Source: an optimization exercise on an open RTL-to-GDS flow (aim: small area, a short achievable clock period and few clock cycles per item). Production flows keep margins and buffers that such runs may drop. The RTL was checked by simulation tests, not by an equivalence proof against the original design.

$ cat flow/config.mk
export PLATFORM = sky130hd
export DESIGN_NAME = line_escape_motion_controller
export DESIGN_NICKNAME = line_escape_motion_controller
export VERILOG_FILES = /design/flow/design.v
export SDC_FILE = /design/flow/constraint.sdc
export NUM_CORES = 4
export LEC_CHECK = 0
export CAP_MARGIN = 20
export CORE_MARGIN = 2
export CORE_UTILIZATION = 40
export SLEW_MARGIN = 20
$ cat flow/constraint.sdc
create_clock -name core_clock -period 11.0 [get_ports {clk}]
set_input_delay 2.2000 -clock core_clock [delete_from_list [all_inputs] [get_ports {clk}]]
set_output_delay 2.2000 -clock core_clock [all_outputs]
set_load 0.01 [all_outputs]
$ cat flow/design.v
package lemc_pkg;
	localparam int MOT_W  = 16;
	localparam int QFRAC  = 12;
	localparam int PROD_W = 18;
	localparam int AREA_W = 18;
	localparam int REG_W  = 16;
	localparam int TICK_W = 7;
	localparam int DIST_W = 8;
	localparam logic [TICK_W-1:0] TICK_ARM_LIM   = 7'd8;
	localparam logic [TICK_W-1:0] TICK_DAMP_LIM  = 7'd85;
	localparam logic [TICK_W-1:0] TICK_CLEAR_LIM = 7'd120;
	localparam logic [TICK_W-1:0] TICK_MAX       = 7'd127;
	localparam logic [DIST_W-1:0] NEAR_DIST      = 8'd11;
	localparam logic signed [MOT_W-1:0] FIX_M0P65 = -16'sd2662;
	localparam logic signed [MOT_W-1:0] FIX_P0P65 = 16'sd2662;
	localparam logic signed [MOT_W-1:0] FIX_M0P70 = -16'sd2867;
	localparam logic signed [MOT_W-1:0] FIX_P0P70 = 16'sd2867;
	localparam logic signed [PROD_W-1:0] SAT_MAX = 18'sd32767;
	localparam logic signed [PROD_W-1:0] SAT_MIN = -18'sd32768;
	localparam logic CFG_ARMED    = 1'b0;
	localparam logic CFG_KEEP_OUT = 1'b1;
	typedef enum logic [4:0] {
		S_IDLE,
		S_ON_X,
		S_ON_Y,
		S_ON_FIX,
		S_F_DRAIN,
		S_F_X,
		S_F_Y,
		S_B_DRAIN,
		S_B_X,
		S_B_Y,
		S_R_DRAIN,
		S_R_Y,
		S_R_X,
		S_L_DRAIN,
		S_L_Y,
		S_L_X,
		S_OFF_FIN,
		S_DONE
	} state_t;
	typedef enum logic [3:0] {
		COEF_M1P20,
		COEF_M0P80,
		COEF_M0P65,
		COEF_P1P20,
		COEF_M0P70,
		COEF_P0P70,
		COEF_P0P40,
		COEF_P1P25,
		COEF_P0P50,
		COEF_P0P65
	} coef_t;
	typedef struct packed {
		logic  use_y;
		coef_t coef;
	} mul_ctrl_t;
	function automatic logic signed [MOT_W-1:0] coef_value(coef_t c);
		logic signed [MOT_W-1:0] v;
		case (c)
			lemc_pkg::COEF_M1P20: v = -16'sd4915;
			lemc_pkg::COEF_M0P80: v = -16'sd3277;
			lemc_pkg::COEF_M0P65: v = -16'sd2662;
			lemc_pkg::COEF_P1P20: v = 16'sd4915;
			lemc_pkg::COEF_M0P70: v = -16'sd2867;
			lemc_pkg::COEF_P0P70: v = 16'sd2867;
			lemc_pkg::COEF_P0P40: v = 16'sd1638;
			lemc_pkg::COEF_P1P25: v = 16'sd5120;
			lemc_pkg::COEF_P0P50: v = 16'sd2048;
			lemc_pkg::COEF_P0P65: v = 16'sd2662;
			default:    v = '0;
		endcase
		coef_value = v;
	endfunction
endpackage
module lemc_qmul (
	input  logic signed [lemc_pkg::MOT_W-1:0]  x_op,
	input  logic signed [lemc_pkg::MOT_W-1:0]  y_op,
	input  lemc_pkg::mul_ctrl_t                ctrl,
	output logic signed [lemc_pkg::PROD_W-1:0] prod,
	output logic signed [lemc_pkg::MOT_W-1:0]  prod_sat
);
	logic signed [lemc_pkg::MOT_W-1:0]   op;
	logic signed [2*lemc_pkg::MOT_W-1:0] full;
	assign op   = ctrl.use_y ? y_op : x_op;
	assign full = op * lemc_pkg::coef_value(ctrl.coef);
	assign prod = full[lemc_pkg::QFRAC+lemc_pkg::PROD_W-1:lemc_pkg::QFRAC];
	always_comb begin
		if (prod > lemc_pkg::SAT_MAX) begin
			prod_sat = lemc_pkg::SAT_MAX[lemc_pkg::MOT_W-1:0];
		end else if (prod < lemc_pkg::SAT_MIN) begin
			prod_sat = lemc_pkg::SAT_MIN[lemc_pkg::MOT_W-1:0];
		end else begin
			prod_sat = prod[lemc_pkg::MOT_W-1:0];
		end
	end
endmodule
module line_escape_motion_controller (
	input  logic                                clk,
	input  logic                                arst_n,
	input  logic                                cfg_we,
	input  logic [0:0]                          cfg_index,
	input  logic [lemc_pkg::REG_W-1:0]          cfg_data,
	input  logic                                in_valid,
	output logic                                in_ready,
	input  logic                                on_line,
	input  logic                                front_level,
	input  logic                                back_level,
	input  logic                                right_level,
	input  logic                                left_level,
	input  logic signed [lemc_pkg::MOT_W-1:0]   move_x,
	input  logic signed [lemc_pkg::MOT_W-1:0]   move_y,
	input  logic [lemc_pkg::DIST_W-1:0]         ir_distance,
	output logic                                out_valid,
	input  logic                                out_ready,
	output logic signed [lemc_pkg::MOT_W-1:0]   drive_x,
	output logic signed [lemc_pkg::MOT_W-1:0]   drive_y
);
	lemc_pkg::state_t state_q, state_nxt;
	lemc_pkg::mul_ctrl_t mul_ctrl;
	logic [lemc_pkg::REG_W-1:0]          armed_q, keep_q;
	logic [lemc_pkg::TICK_W-1:0]         ticks_q;
	logic signed [lemc_pkg::AREA_W-1:0]  front_q, back_q, right_q, left_q;
	logic signed [lemc_pkg::MOT_W-1:0]   x_q, y_q, drive_x_q, drive_y_q;
	logic                                see_f_q, see_b_q, see_r_q, see_l_q, near_q;
	logic                                out_valid_q;
	logic signed [lemc_pkg::PROD_W-1:0]  prod;
	logic signed [lemc_pkg::MOT_W-1:0]   prod_sat;
	logic signed [lemc_pkg::AREA_W-1:0]  arm_s, ko_s;
	logic signed [lemc_pkg::MOT_W-1:0]   fx1, fx2, fy1, fy2;
	logic                                accept, load_out, early, damp;
	logic                                f_cond, b_cond, r_cond, l_cond;
	lemc_qmul u_qmul (
		.x_op     (x_q),
		.y_op     (y_q),
		.ctrl     (mul_ctrl),
		.prod     (prod),
		.prod_sat (prod_sat)
	);
	assign accept   = in_valid && in_ready;
	assign load_out = (state_q == lemc_pkg::S_DONE) && (!out_valid_q || out_ready);
	assign early    = ticks_q < lemc_pkg::TICK_ARM_LIM;
	assign damp     = ticks_q < lemc_pkg::TICK_DAMP_LIM;
	assign arm_s    = {{(lemc_pkg::AREA_W-lemc_pkg::REG_W){1'b0}}, armed_q};
	assign ko_s     = {{(lemc_pkg::AREA_W-lemc_pkg::REG_W){1'b0}}, keep_q};
	assign f_cond = (front_q > 0) && (y_q < 0);
	assign b_cond = (back_q > 0) && (y_q > 0);
	assign r_cond = (right_q > 0) && (x_q < 0);
	assign l_cond = (left_q > 0) && (x_q > 0);
	always_comb begin
		fy1 = ((front_q > 0) && (y_q > 0)) ? lemc_pkg::FIX_M0P65 : y_q;
		fy2 = ((back_q > 0) && (fy1 < 0)) ? lemc_pkg::FIX_P0P65 : fy1;
		fx1 = ((right_q > 0) && (x_q > 0)) ? lemc_pkg::FIX_M0P70 : x_q;
		fx2 = ((left_q > 0) && (fx1 < 0)) ? lemc_pkg::FIX_P0P70 : fx1;
	end
	always_comb begin
		state_nxt = state_q;
		case (state_q)
			lemc_pkg::S_IDLE:    if (accept) state_nxt = on_line ? lemc_pkg::S_ON_X
									: lemc_pkg::S_F_DRAIN;
			lemc_pkg::S_ON_X:    state_nxt = lemc_pkg::S_ON_Y;
			lemc_pkg::S_ON_Y:    state_nxt = lemc_pkg::S_ON_FIX;
			lemc_pkg::S_ON_FIX:  state_nxt = lemc_pkg::S_DONE;
			lemc_pkg::S_F_DRAIN: state_nxt = f_cond ? lemc_pkg::S_F_X : lemc_pkg::S_B_DRAIN;
			lemc_pkg::S_F_X:     state_nxt = lemc_pkg::S_F_Y;
			lemc_pkg::S_F_Y:     state_nxt = lemc_pkg::S_B_DRAIN;
			lemc_pkg::S_B_DRAIN: state_nxt = b_cond ? lemc_pkg::S_B_X : lemc_pkg::S_R_DRAIN;
			lemc_pkg::S_B_X:     state_nxt = lemc_pkg::S_B_Y;
			lemc_pkg::S_B_Y:     state_nxt = lemc_pkg::S_R_DRAIN;
			lemc_pkg::S_R_DRAIN: state_nxt = r_cond ? lemc_pkg::S_R_Y : lemc_pkg::S_L_DRAIN;
			lemc_pkg::S_R_Y:     state_nxt = lemc_pkg::S_R_X;
			lemc_pkg::S_R_X:     state_nxt = lemc_pkg::S_L_DRAIN;
			lemc_pkg::S_L_DRAIN: state_nxt = l_cond ? lemc_pkg::S_L_Y : lemc_pkg::S_OFF_FIN;
			lemc_pkg::S_L_Y:     state_nxt = lemc_pkg::S_L_X;
			lemc_pkg::S_L_X:     state_nxt = lemc_pkg::S_OFF_FIN;
			lemc_pkg::S_OFF_FIN: state_nxt = lemc_pkg::S_DONE;
			lemc_pkg::S_DONE:    if (load_out) state_nxt = lemc_pkg::S_IDLE;
			default:             state_nxt = lemc_pkg::S_IDLE;
		endcase
	end
	always_comb begin
		in_ready       = (state_q == lemc_pkg::S_IDLE);
		mul_ctrl.use_y = 1'b0;
		mul_ctrl.coef  = lemc_pkg::COEF_P0P50;
		case (state_q)
			lemc_pkg::S_ON_X: begin
				mul_ctrl.coef = early ? lemc_pkg::COEF_M1P20 : lemc_pkg::COEF_M0P80;
			end
			lemc_pkg::S_ON_Y: begin
				mul_ctrl.use_y = 1'b1;
				mul_ctrl.coef  = early ? lemc_pkg::COEF_M0P80 : lemc_pkg::COEF_M0P65;
			end
			lemc_pkg::S_F_DRAIN: begin
				mul_ctrl.use_y = 1'b1;
				mul_ctrl.coef  = lemc_pkg::COEF_M1P20;
			end
			lemc_pkg::S_F_X, lemc_pkg::S_B_X: begin
				mul_ctrl.coef = lemc_pkg::COEF_P0P40;
			end
			lemc_pkg::S_F_Y, lemc_pkg::S_B_Y: begin
				mul_ctrl.use_y = 1'b1;
				mul_ctrl.coef  = lemc_pkg::COEF_P1P25;
			end
			lemc_pkg::S_B_DRAIN: begin
				mul_ctrl.use_y = 1'b1;
				mul_ctrl.coef  = lemc_pkg::COEF_P1P20;
			end
			lemc_pkg::S_R_DRAIN: begin
				mul_ctrl.coef = lemc_pkg::COEF_M0P70;
			end
			lemc_pkg::S_L_DRAIN: begin
				mul_ctrl.coef = lemc_pkg::COEF_P0P70;
			end
			lemc_pkg::S_R_Y, lemc_pkg::S_L_Y: begin
				mul_ctrl.use_y = 1'b1;
				mul_ctrl.coef  = lemc_pkg::COEF_P0P50;
			end
			lemc_pkg::S_R_X, lemc_pkg::S_L_X: begin
				mul_ctrl.coef = lemc_pkg::COEF_P0P65;
			end
			default: begin
				mul_ctrl.use_y = 1'b0;
			end
		endcase
	end
	always_ff @(posedge clk or negedge arst_n) begin
		if (!arst_n) begin
			state_q     <= lemc_pkg::S_IDLE;
			armed_q     <= 16'd4096;
			keep_q      <= 16'd2048;
			ticks_q     <= '0;
			front_q     <= '0;
			back_q      <= '0;
			right_q     <= '0;
			left_q      <= '0;
			out_valid_q <= 1'b0;
		end else begin
			state_q <= state_nxt;
			if (cfg_we) begin
				case (cfg_index)
					lemc_pkg::CFG_ARMED:    armed_q <= cfg_data;
					lemc_pkg::CFG_KEEP_OUT: keep_q  <= cfg_data;
					default:                armed_q <= armed_q;
				endcase
			end
			if (load_out) begin
				out_valid_q <= 1'b1;
			end else if (out_ready) begin
				out_valid_q <= 1'b0;
			end
			if (accept) begin
				if (!on_line) begin
					ticks_q <= '0;
				end else if (ticks_q != lemc_pkg::TICK_MAX) begin
					ticks_q <= ticks_q + 1'b1;
				end
			end
			case (state_q)
				lemc_pkg::S_ON_X: begin
					if (early) begin
						if (see_f_q && front_q < arm_s) front_q <= arm_s;
						if (see_b_q && back_q < arm_s)  back_q  <= arm_s;
						if (see_r_q && right_q < arm_s) right_q <= arm_s;
						if (see_l_q && left_q < arm_s)  left_q  <= arm_s;
					end
				end
				lemc_pkg::S_ON_FIX: begin
					if (ticks_q > lemc_pkg::TICK_CLEAR_LIM) begin
						front_q <= '0;
						back_q  <= '0;
						right_q <= '0;
						left_q  <= '0;
					end
				end
				lemc_pkg::S_F_DRAIN: if (f_cond) front_q <= front_q - prod;
				lemc_pkg::S_B_DRAIN: if (b_cond) back_q  <= back_q - prod;
				lemc_pkg::S_R_DRAIN: if (r_cond) right_q <= right_q - prod;
				lemc_pkg::S_L_DRAIN: if (l_cond) left_q  <= left_q - prod;
				lemc_pkg::S_OFF_FIN: begin
					if (near_q || front_q < 0) front_q <= '0;
					if (near_q || back_q < 0)  back_q  <= '0;
					if (near_q || right_q < 0) right_q <= '0;
					if (near_q || left_q < 0)  left_q  <= '0;
				end
				default: begin
					front_q <= front_q;
				end
			endcase
		end
	end
	always_ff @(posedge clk) begin
		if (accept) begin
			x_q     <= move_x;
			y_q     <= move_y;
			see_f_q <= !front_level;
			see_b_q <= !back_level;
			see_r_q <= !right_level;
			see_l_q <= !left_level;
			near_q  <= ir_distance < lemc_pkg::NEAR_DIST;
		end
		if (load_out) begin
			drive_x_q <= x_q;
			drive_y_q <= y_q;
		end
		case (state_q)
			lemc_pkg::S_ON_X: if (damp) x_q <= prod_sat;
			lemc_pkg::S_ON_Y: if (damp) y_q <= prod_sat;
			lemc_pkg::S_ON_FIX: begin
				if (!early) begin
					x_q <= fx2;
					y_q <= fy2;
				end
			end
			lemc_pkg::S_F_X, lemc_pkg::S_B_X, lemc_pkg::S_R_X, lemc_pkg::S_L_X: begin
				x_q <= prod_sat;
			end
			lemc_pkg::S_F_Y, lemc_pkg::S_B_Y, lemc_pkg::S_R_Y, lemc_pkg::S_L_Y: begin
				y_q <= prod_sat;
			end
			lemc_pkg::S_OFF_FIN: begin
				if (front_q > ko_s || back_q > ko_s) y_q <= '0;
				if (right_q > ko_s || left_q > ko_s) x_q <= '0;
			end
			default: begin
			end
		endcase
	end
	assign out_valid = out_valid_q;
	assign drive_x   = drive_x_q;
	assign drive_y   = drive_y_q;
endmodule
$ cat flow/run.sh
#!/bin/bash
# synth_recipe.tcl (not shown) runs the flow's synth.tcl, then flattens the netlist and writes it again
# the make line also repeats each setting of config.mk as NAME=value (left out here)
make -C /OpenROAD-flow-scripts/flow DESIGN_CONFIG=/design/flow/config.mk WORK_HOME=/design/flow/orfs CLKGATE_MAP_FILE= SYNTH_SCRIPT=/design/flow/synth_recipe.tcl finish
==> run notes <==
per-layer routing:
layer	track usage, %	part of all wire (%)
met1	41.1	45
met2	44.6	44
met3	4.93	7.6
met4	9.20	3.4
met5	0.541	0.072
kinds of logic after synthesis:
kind of cell	after synthesis	synth area share, %
AND/OR/NAND/NOR	784	14.5
AO/OA/AOI/OAI	649	16.6
adder cells (fa/ha/maj)	527	34.2
buffers and inverters	515	7.86
flip-flops	186	20.1
XOR/XNOR	86	3.07
multiplexers	86	3.71
worst max-delay path: cells and delay by family (launching register included):
family | cells | cell delay, ns
fa+ha+maj | 9 | 3.90
buf+inv | 7 | 0.86
flops | 1 | 0.46
xor+xnor | 2 | 0.45
compound gates | 14 | 2.98
simple gates | 7 | 1.77
timing repair:
action	4_1_cts	5_1_grt
pin swaps	0	1
setup buffers	0	2
gates resized for setup	1	16
endpoints found under the setup margin	3	29
gates cloned	0	0
state kept, by name (all words and copies together), names as in the netlist, 5 cells and up:
signal     count
back_q        18
front_q       18
left_q        18
right_q       18
armed_q       16
drive_x_q     16
drive_y_q     16
keep_q        16
x_q           16
y_q           16
ticks_q        7
state_q        5
cells in the final DEF, fill, tap and decap left out, types with 22 or more instances in the layout:
cell,Yosys,routed
inv_1,426,426
dfrtp_1,115,114
a21oi_1,186,183
ha_1,277,277
edfxtp_1,67,67
buf_4,0,74
nor4_1,30,29
mux2i_1,39,39
fa_1,250,250
nand2b_1,25,25
a21o_1,75,75
xnor2_1,59,58
xor2_1,26,25
nand3_1,77,76
a31oi_1,57,55
a211oi_1,24,22
clkdlybuf4s50_1,0,99
nor2b_1,25,23
nor3_1,27,25
nand2_1,268,267
o21ai_0,154,150
nor2_1,226,225
nand4_1,28,28
mux2_2,47,47
per-stage QoR:
step / hold slack, ns / utilization, % / std cells / setup slack [ns] / cell area, sq um
floorplan: 0.466 / - / 2833 / 0.774 / 24800
global placement: 0.487 / 44.0 / 3710 / 0.0981 / 27100
detailed placement: 0.493 / 44.0 / 3710 / -0.0873 / 27100
CTS: 0.511 / 45.0 / 3742 / 0.0189 / 27700
global route: 0.513 / 45.2 / 3745 / -0.00747 / 27800
finish: 0.510 / 45.2 / 3745 / 0.473 / 27800
cells in the mapped netlist (27+ instances only):
| cell type | instances | area (sq um) |
|---|---|---|
| nand4_1 | 28 | 175 |
| fa_1 | 250 | 5000 |
| xnor2_1 | 59 | 517 |
| a21o_1 | 75 | 563 |
| nand3_1 | 77 | 385 |
| a31oi_1 | 57 | 357 |
| o21ai_0 | 154 | 771 |
| edfxtp_1 | 67 | 2010 |
| dfrtp_1 | 115 | 2880 |
| ha_1 | 277 | 3470 |
| nor3_1 | 27 | 135 |
| inv_1 | 426 | 1600 |
| nor2_1 | 226 | 848 |
| a21oi_1 | 186 | 931 |
| mux2i_1 | 39 | 390 |
| mux2_2 | 47 | 529 |
| nand2_1 | 268 | 1010 |
| clkbuf_1 | 70 | 263 |
| nor4_1 | 30 | 188 |
worst max path at each step:
stage | cells past startpoint | end | startpoint | slack (ns)
2_1_floorplan | 43 | right_q[17] | ticks_q[3] | 0.77
3_3_place_gp | 37 | right_q[17] | ticks_q[3] | 0.1
3_5_place_dp | 37 | right_q[15] | ticks_q[4] | -0.09
4_1_cts | 37 | right_q[15] | ticks_q[4] | 0.02
5_1_grt | 39 | front_q[17] | ticks_q[4] | -0.007
6_report | 39 | front_q[17] | ticks_q[4] | 0.47
layout make-up:
type / count / area [sq um] / share of cell area [%]
multi-input cells: 2132 / 18000 / 64.8
well taps: 790 / 988 / 3.56
flip-flops and latches: 186 / 4980 / 17.9
clock inverters: 14 / 156 / 0.563
inverters: 429 / 1610 / 5.80
repair buffers: 176 / 1610 / 5.78
clock buffers: 18 / 429 / 1.54
==> flow_summary.toml <==
[grt]
grt_max_degree = 68
grt_pass1_wl_um = 137000
grtUsageTotal_pct = 28.9
antenna_found_initial = 1
grt_pass1_vias = 21400
grt-ovfl-total = 0

[cts]
clock-root-buffer = "clkbuf_16"
cts_max_level = 4
cts_buffer_depth = 2
cts_tree = "yes"
cts.sinks = 186
insertion_delay_ns = 0.52
cts_buffers = 17
path_clk_slew_ns = 0.09
postCtsHoldBufs = 0

[worst_setup_path]
cp-end-kind = "flop"
critical_path_arrival_ns = 10.94
cp-start-kind = "flop"
crit_slowest_cell = "or4_4"
ff2ff_setup_slack_ns = 0.47
worstPathRequired_ns = 11.41
max_stage_delay_ns = 0.61
crit_top_cell = "fa_1"
reg2reg_depth = 39
cp_max_fo = 9
timing.rr.start = "ticks_q[4]"
critPathKind = "flop to flop"
r2r_end = "front_q[17]"

[synthesis]
async_flop_share_pct = 62.9
synth_edf_count = 67
netlist_area_sq_um = 24800
yosysWarnings = 2
synth_nets = 3427
synthFlopType = "dfrtp_1"
synth_cell_types = 79
postSynthCellCount = 2833
syn_avg_cell_area_sq_um = 8.74
ys_ff_latch = 186
ys_seq_area_share_pct = 20.1

[detailed_routing]
num_vias = 21800
routed_via_density = 5.82
drtIter0Drc = 1887
avgRoutedWirePerCell_um = 24.2
drc = 0
first_pass_iters = 6
drtAntennaViolNets = 0
drt-total-wl_um = 90700

[floorplan]
core_area_sq_um = 61500
die_w_um = 253
ios = 101
die_y_um = 253
die-area_sq_um = 63900
initial_core_util_pct = 40.3
rows = 91

[status]
status = "no timing/DRC/antenna violations"

[timing]
relSlewSlack_pct = 29.9
final_hold_viol_count = 0
finalCriticalPeriod_ns = 10.53
fmax_mhz = 95.0
tightestPinTransition_ns = 1.05
fin_skew_ns = 0.0224
finalSetupTns_ns = 0
setup_viol = 0
slew_violations = 0
fin_crit_sh_pct = 95.7

[final_layout]
syn_to_final_growth_pct = 12.2
n_antenna_cell = 0
fin_nets = 3536
drive_gt1_share_pct = 7.07
nFillCells = 6045

[hold_path]
hold_class = "flop to flop"
whs_endpoint = "keep_q[10]"
worstHoldPathCells = 1
hold_start = "keep_q[10]"

[job]
max_cap_viol_count = 0

[placed_design]
port_buffers = 100
place_hpwl_um = 74300
gp_congestion = 0.990
Testbench counts, summed over its fixed seeds: cycles 61,810, items 12,000.

-- afterwards: timing with drivers on the ports --
The results above use ideal ports. As a check the final layout listed here was re-extracted and re-timed, cells and wires unchanged.
Step 1: set_driving_cell puts a clkbuf_16 on clk and a buf_2 on each other input, an assumption about the parent block.
Step 2 also shifts input and output timing later by t, the mid clock arrival at the registers, as if the neighbouring blocks saw the same clock.
a / b / c = no drivers / after step 1 / after step 2; a / b = the first two.
shift t [ns]: 0.564
setup WS [ns]: 0.473 / 0.473 / 0.473
hold slack, ns: 0.510 / 0.510 / 0.510
After both steps setup and hold are still met in this run. The setup slack of this run moves by 0.000 ns with the drivers and by 0.000 ns with both steps.
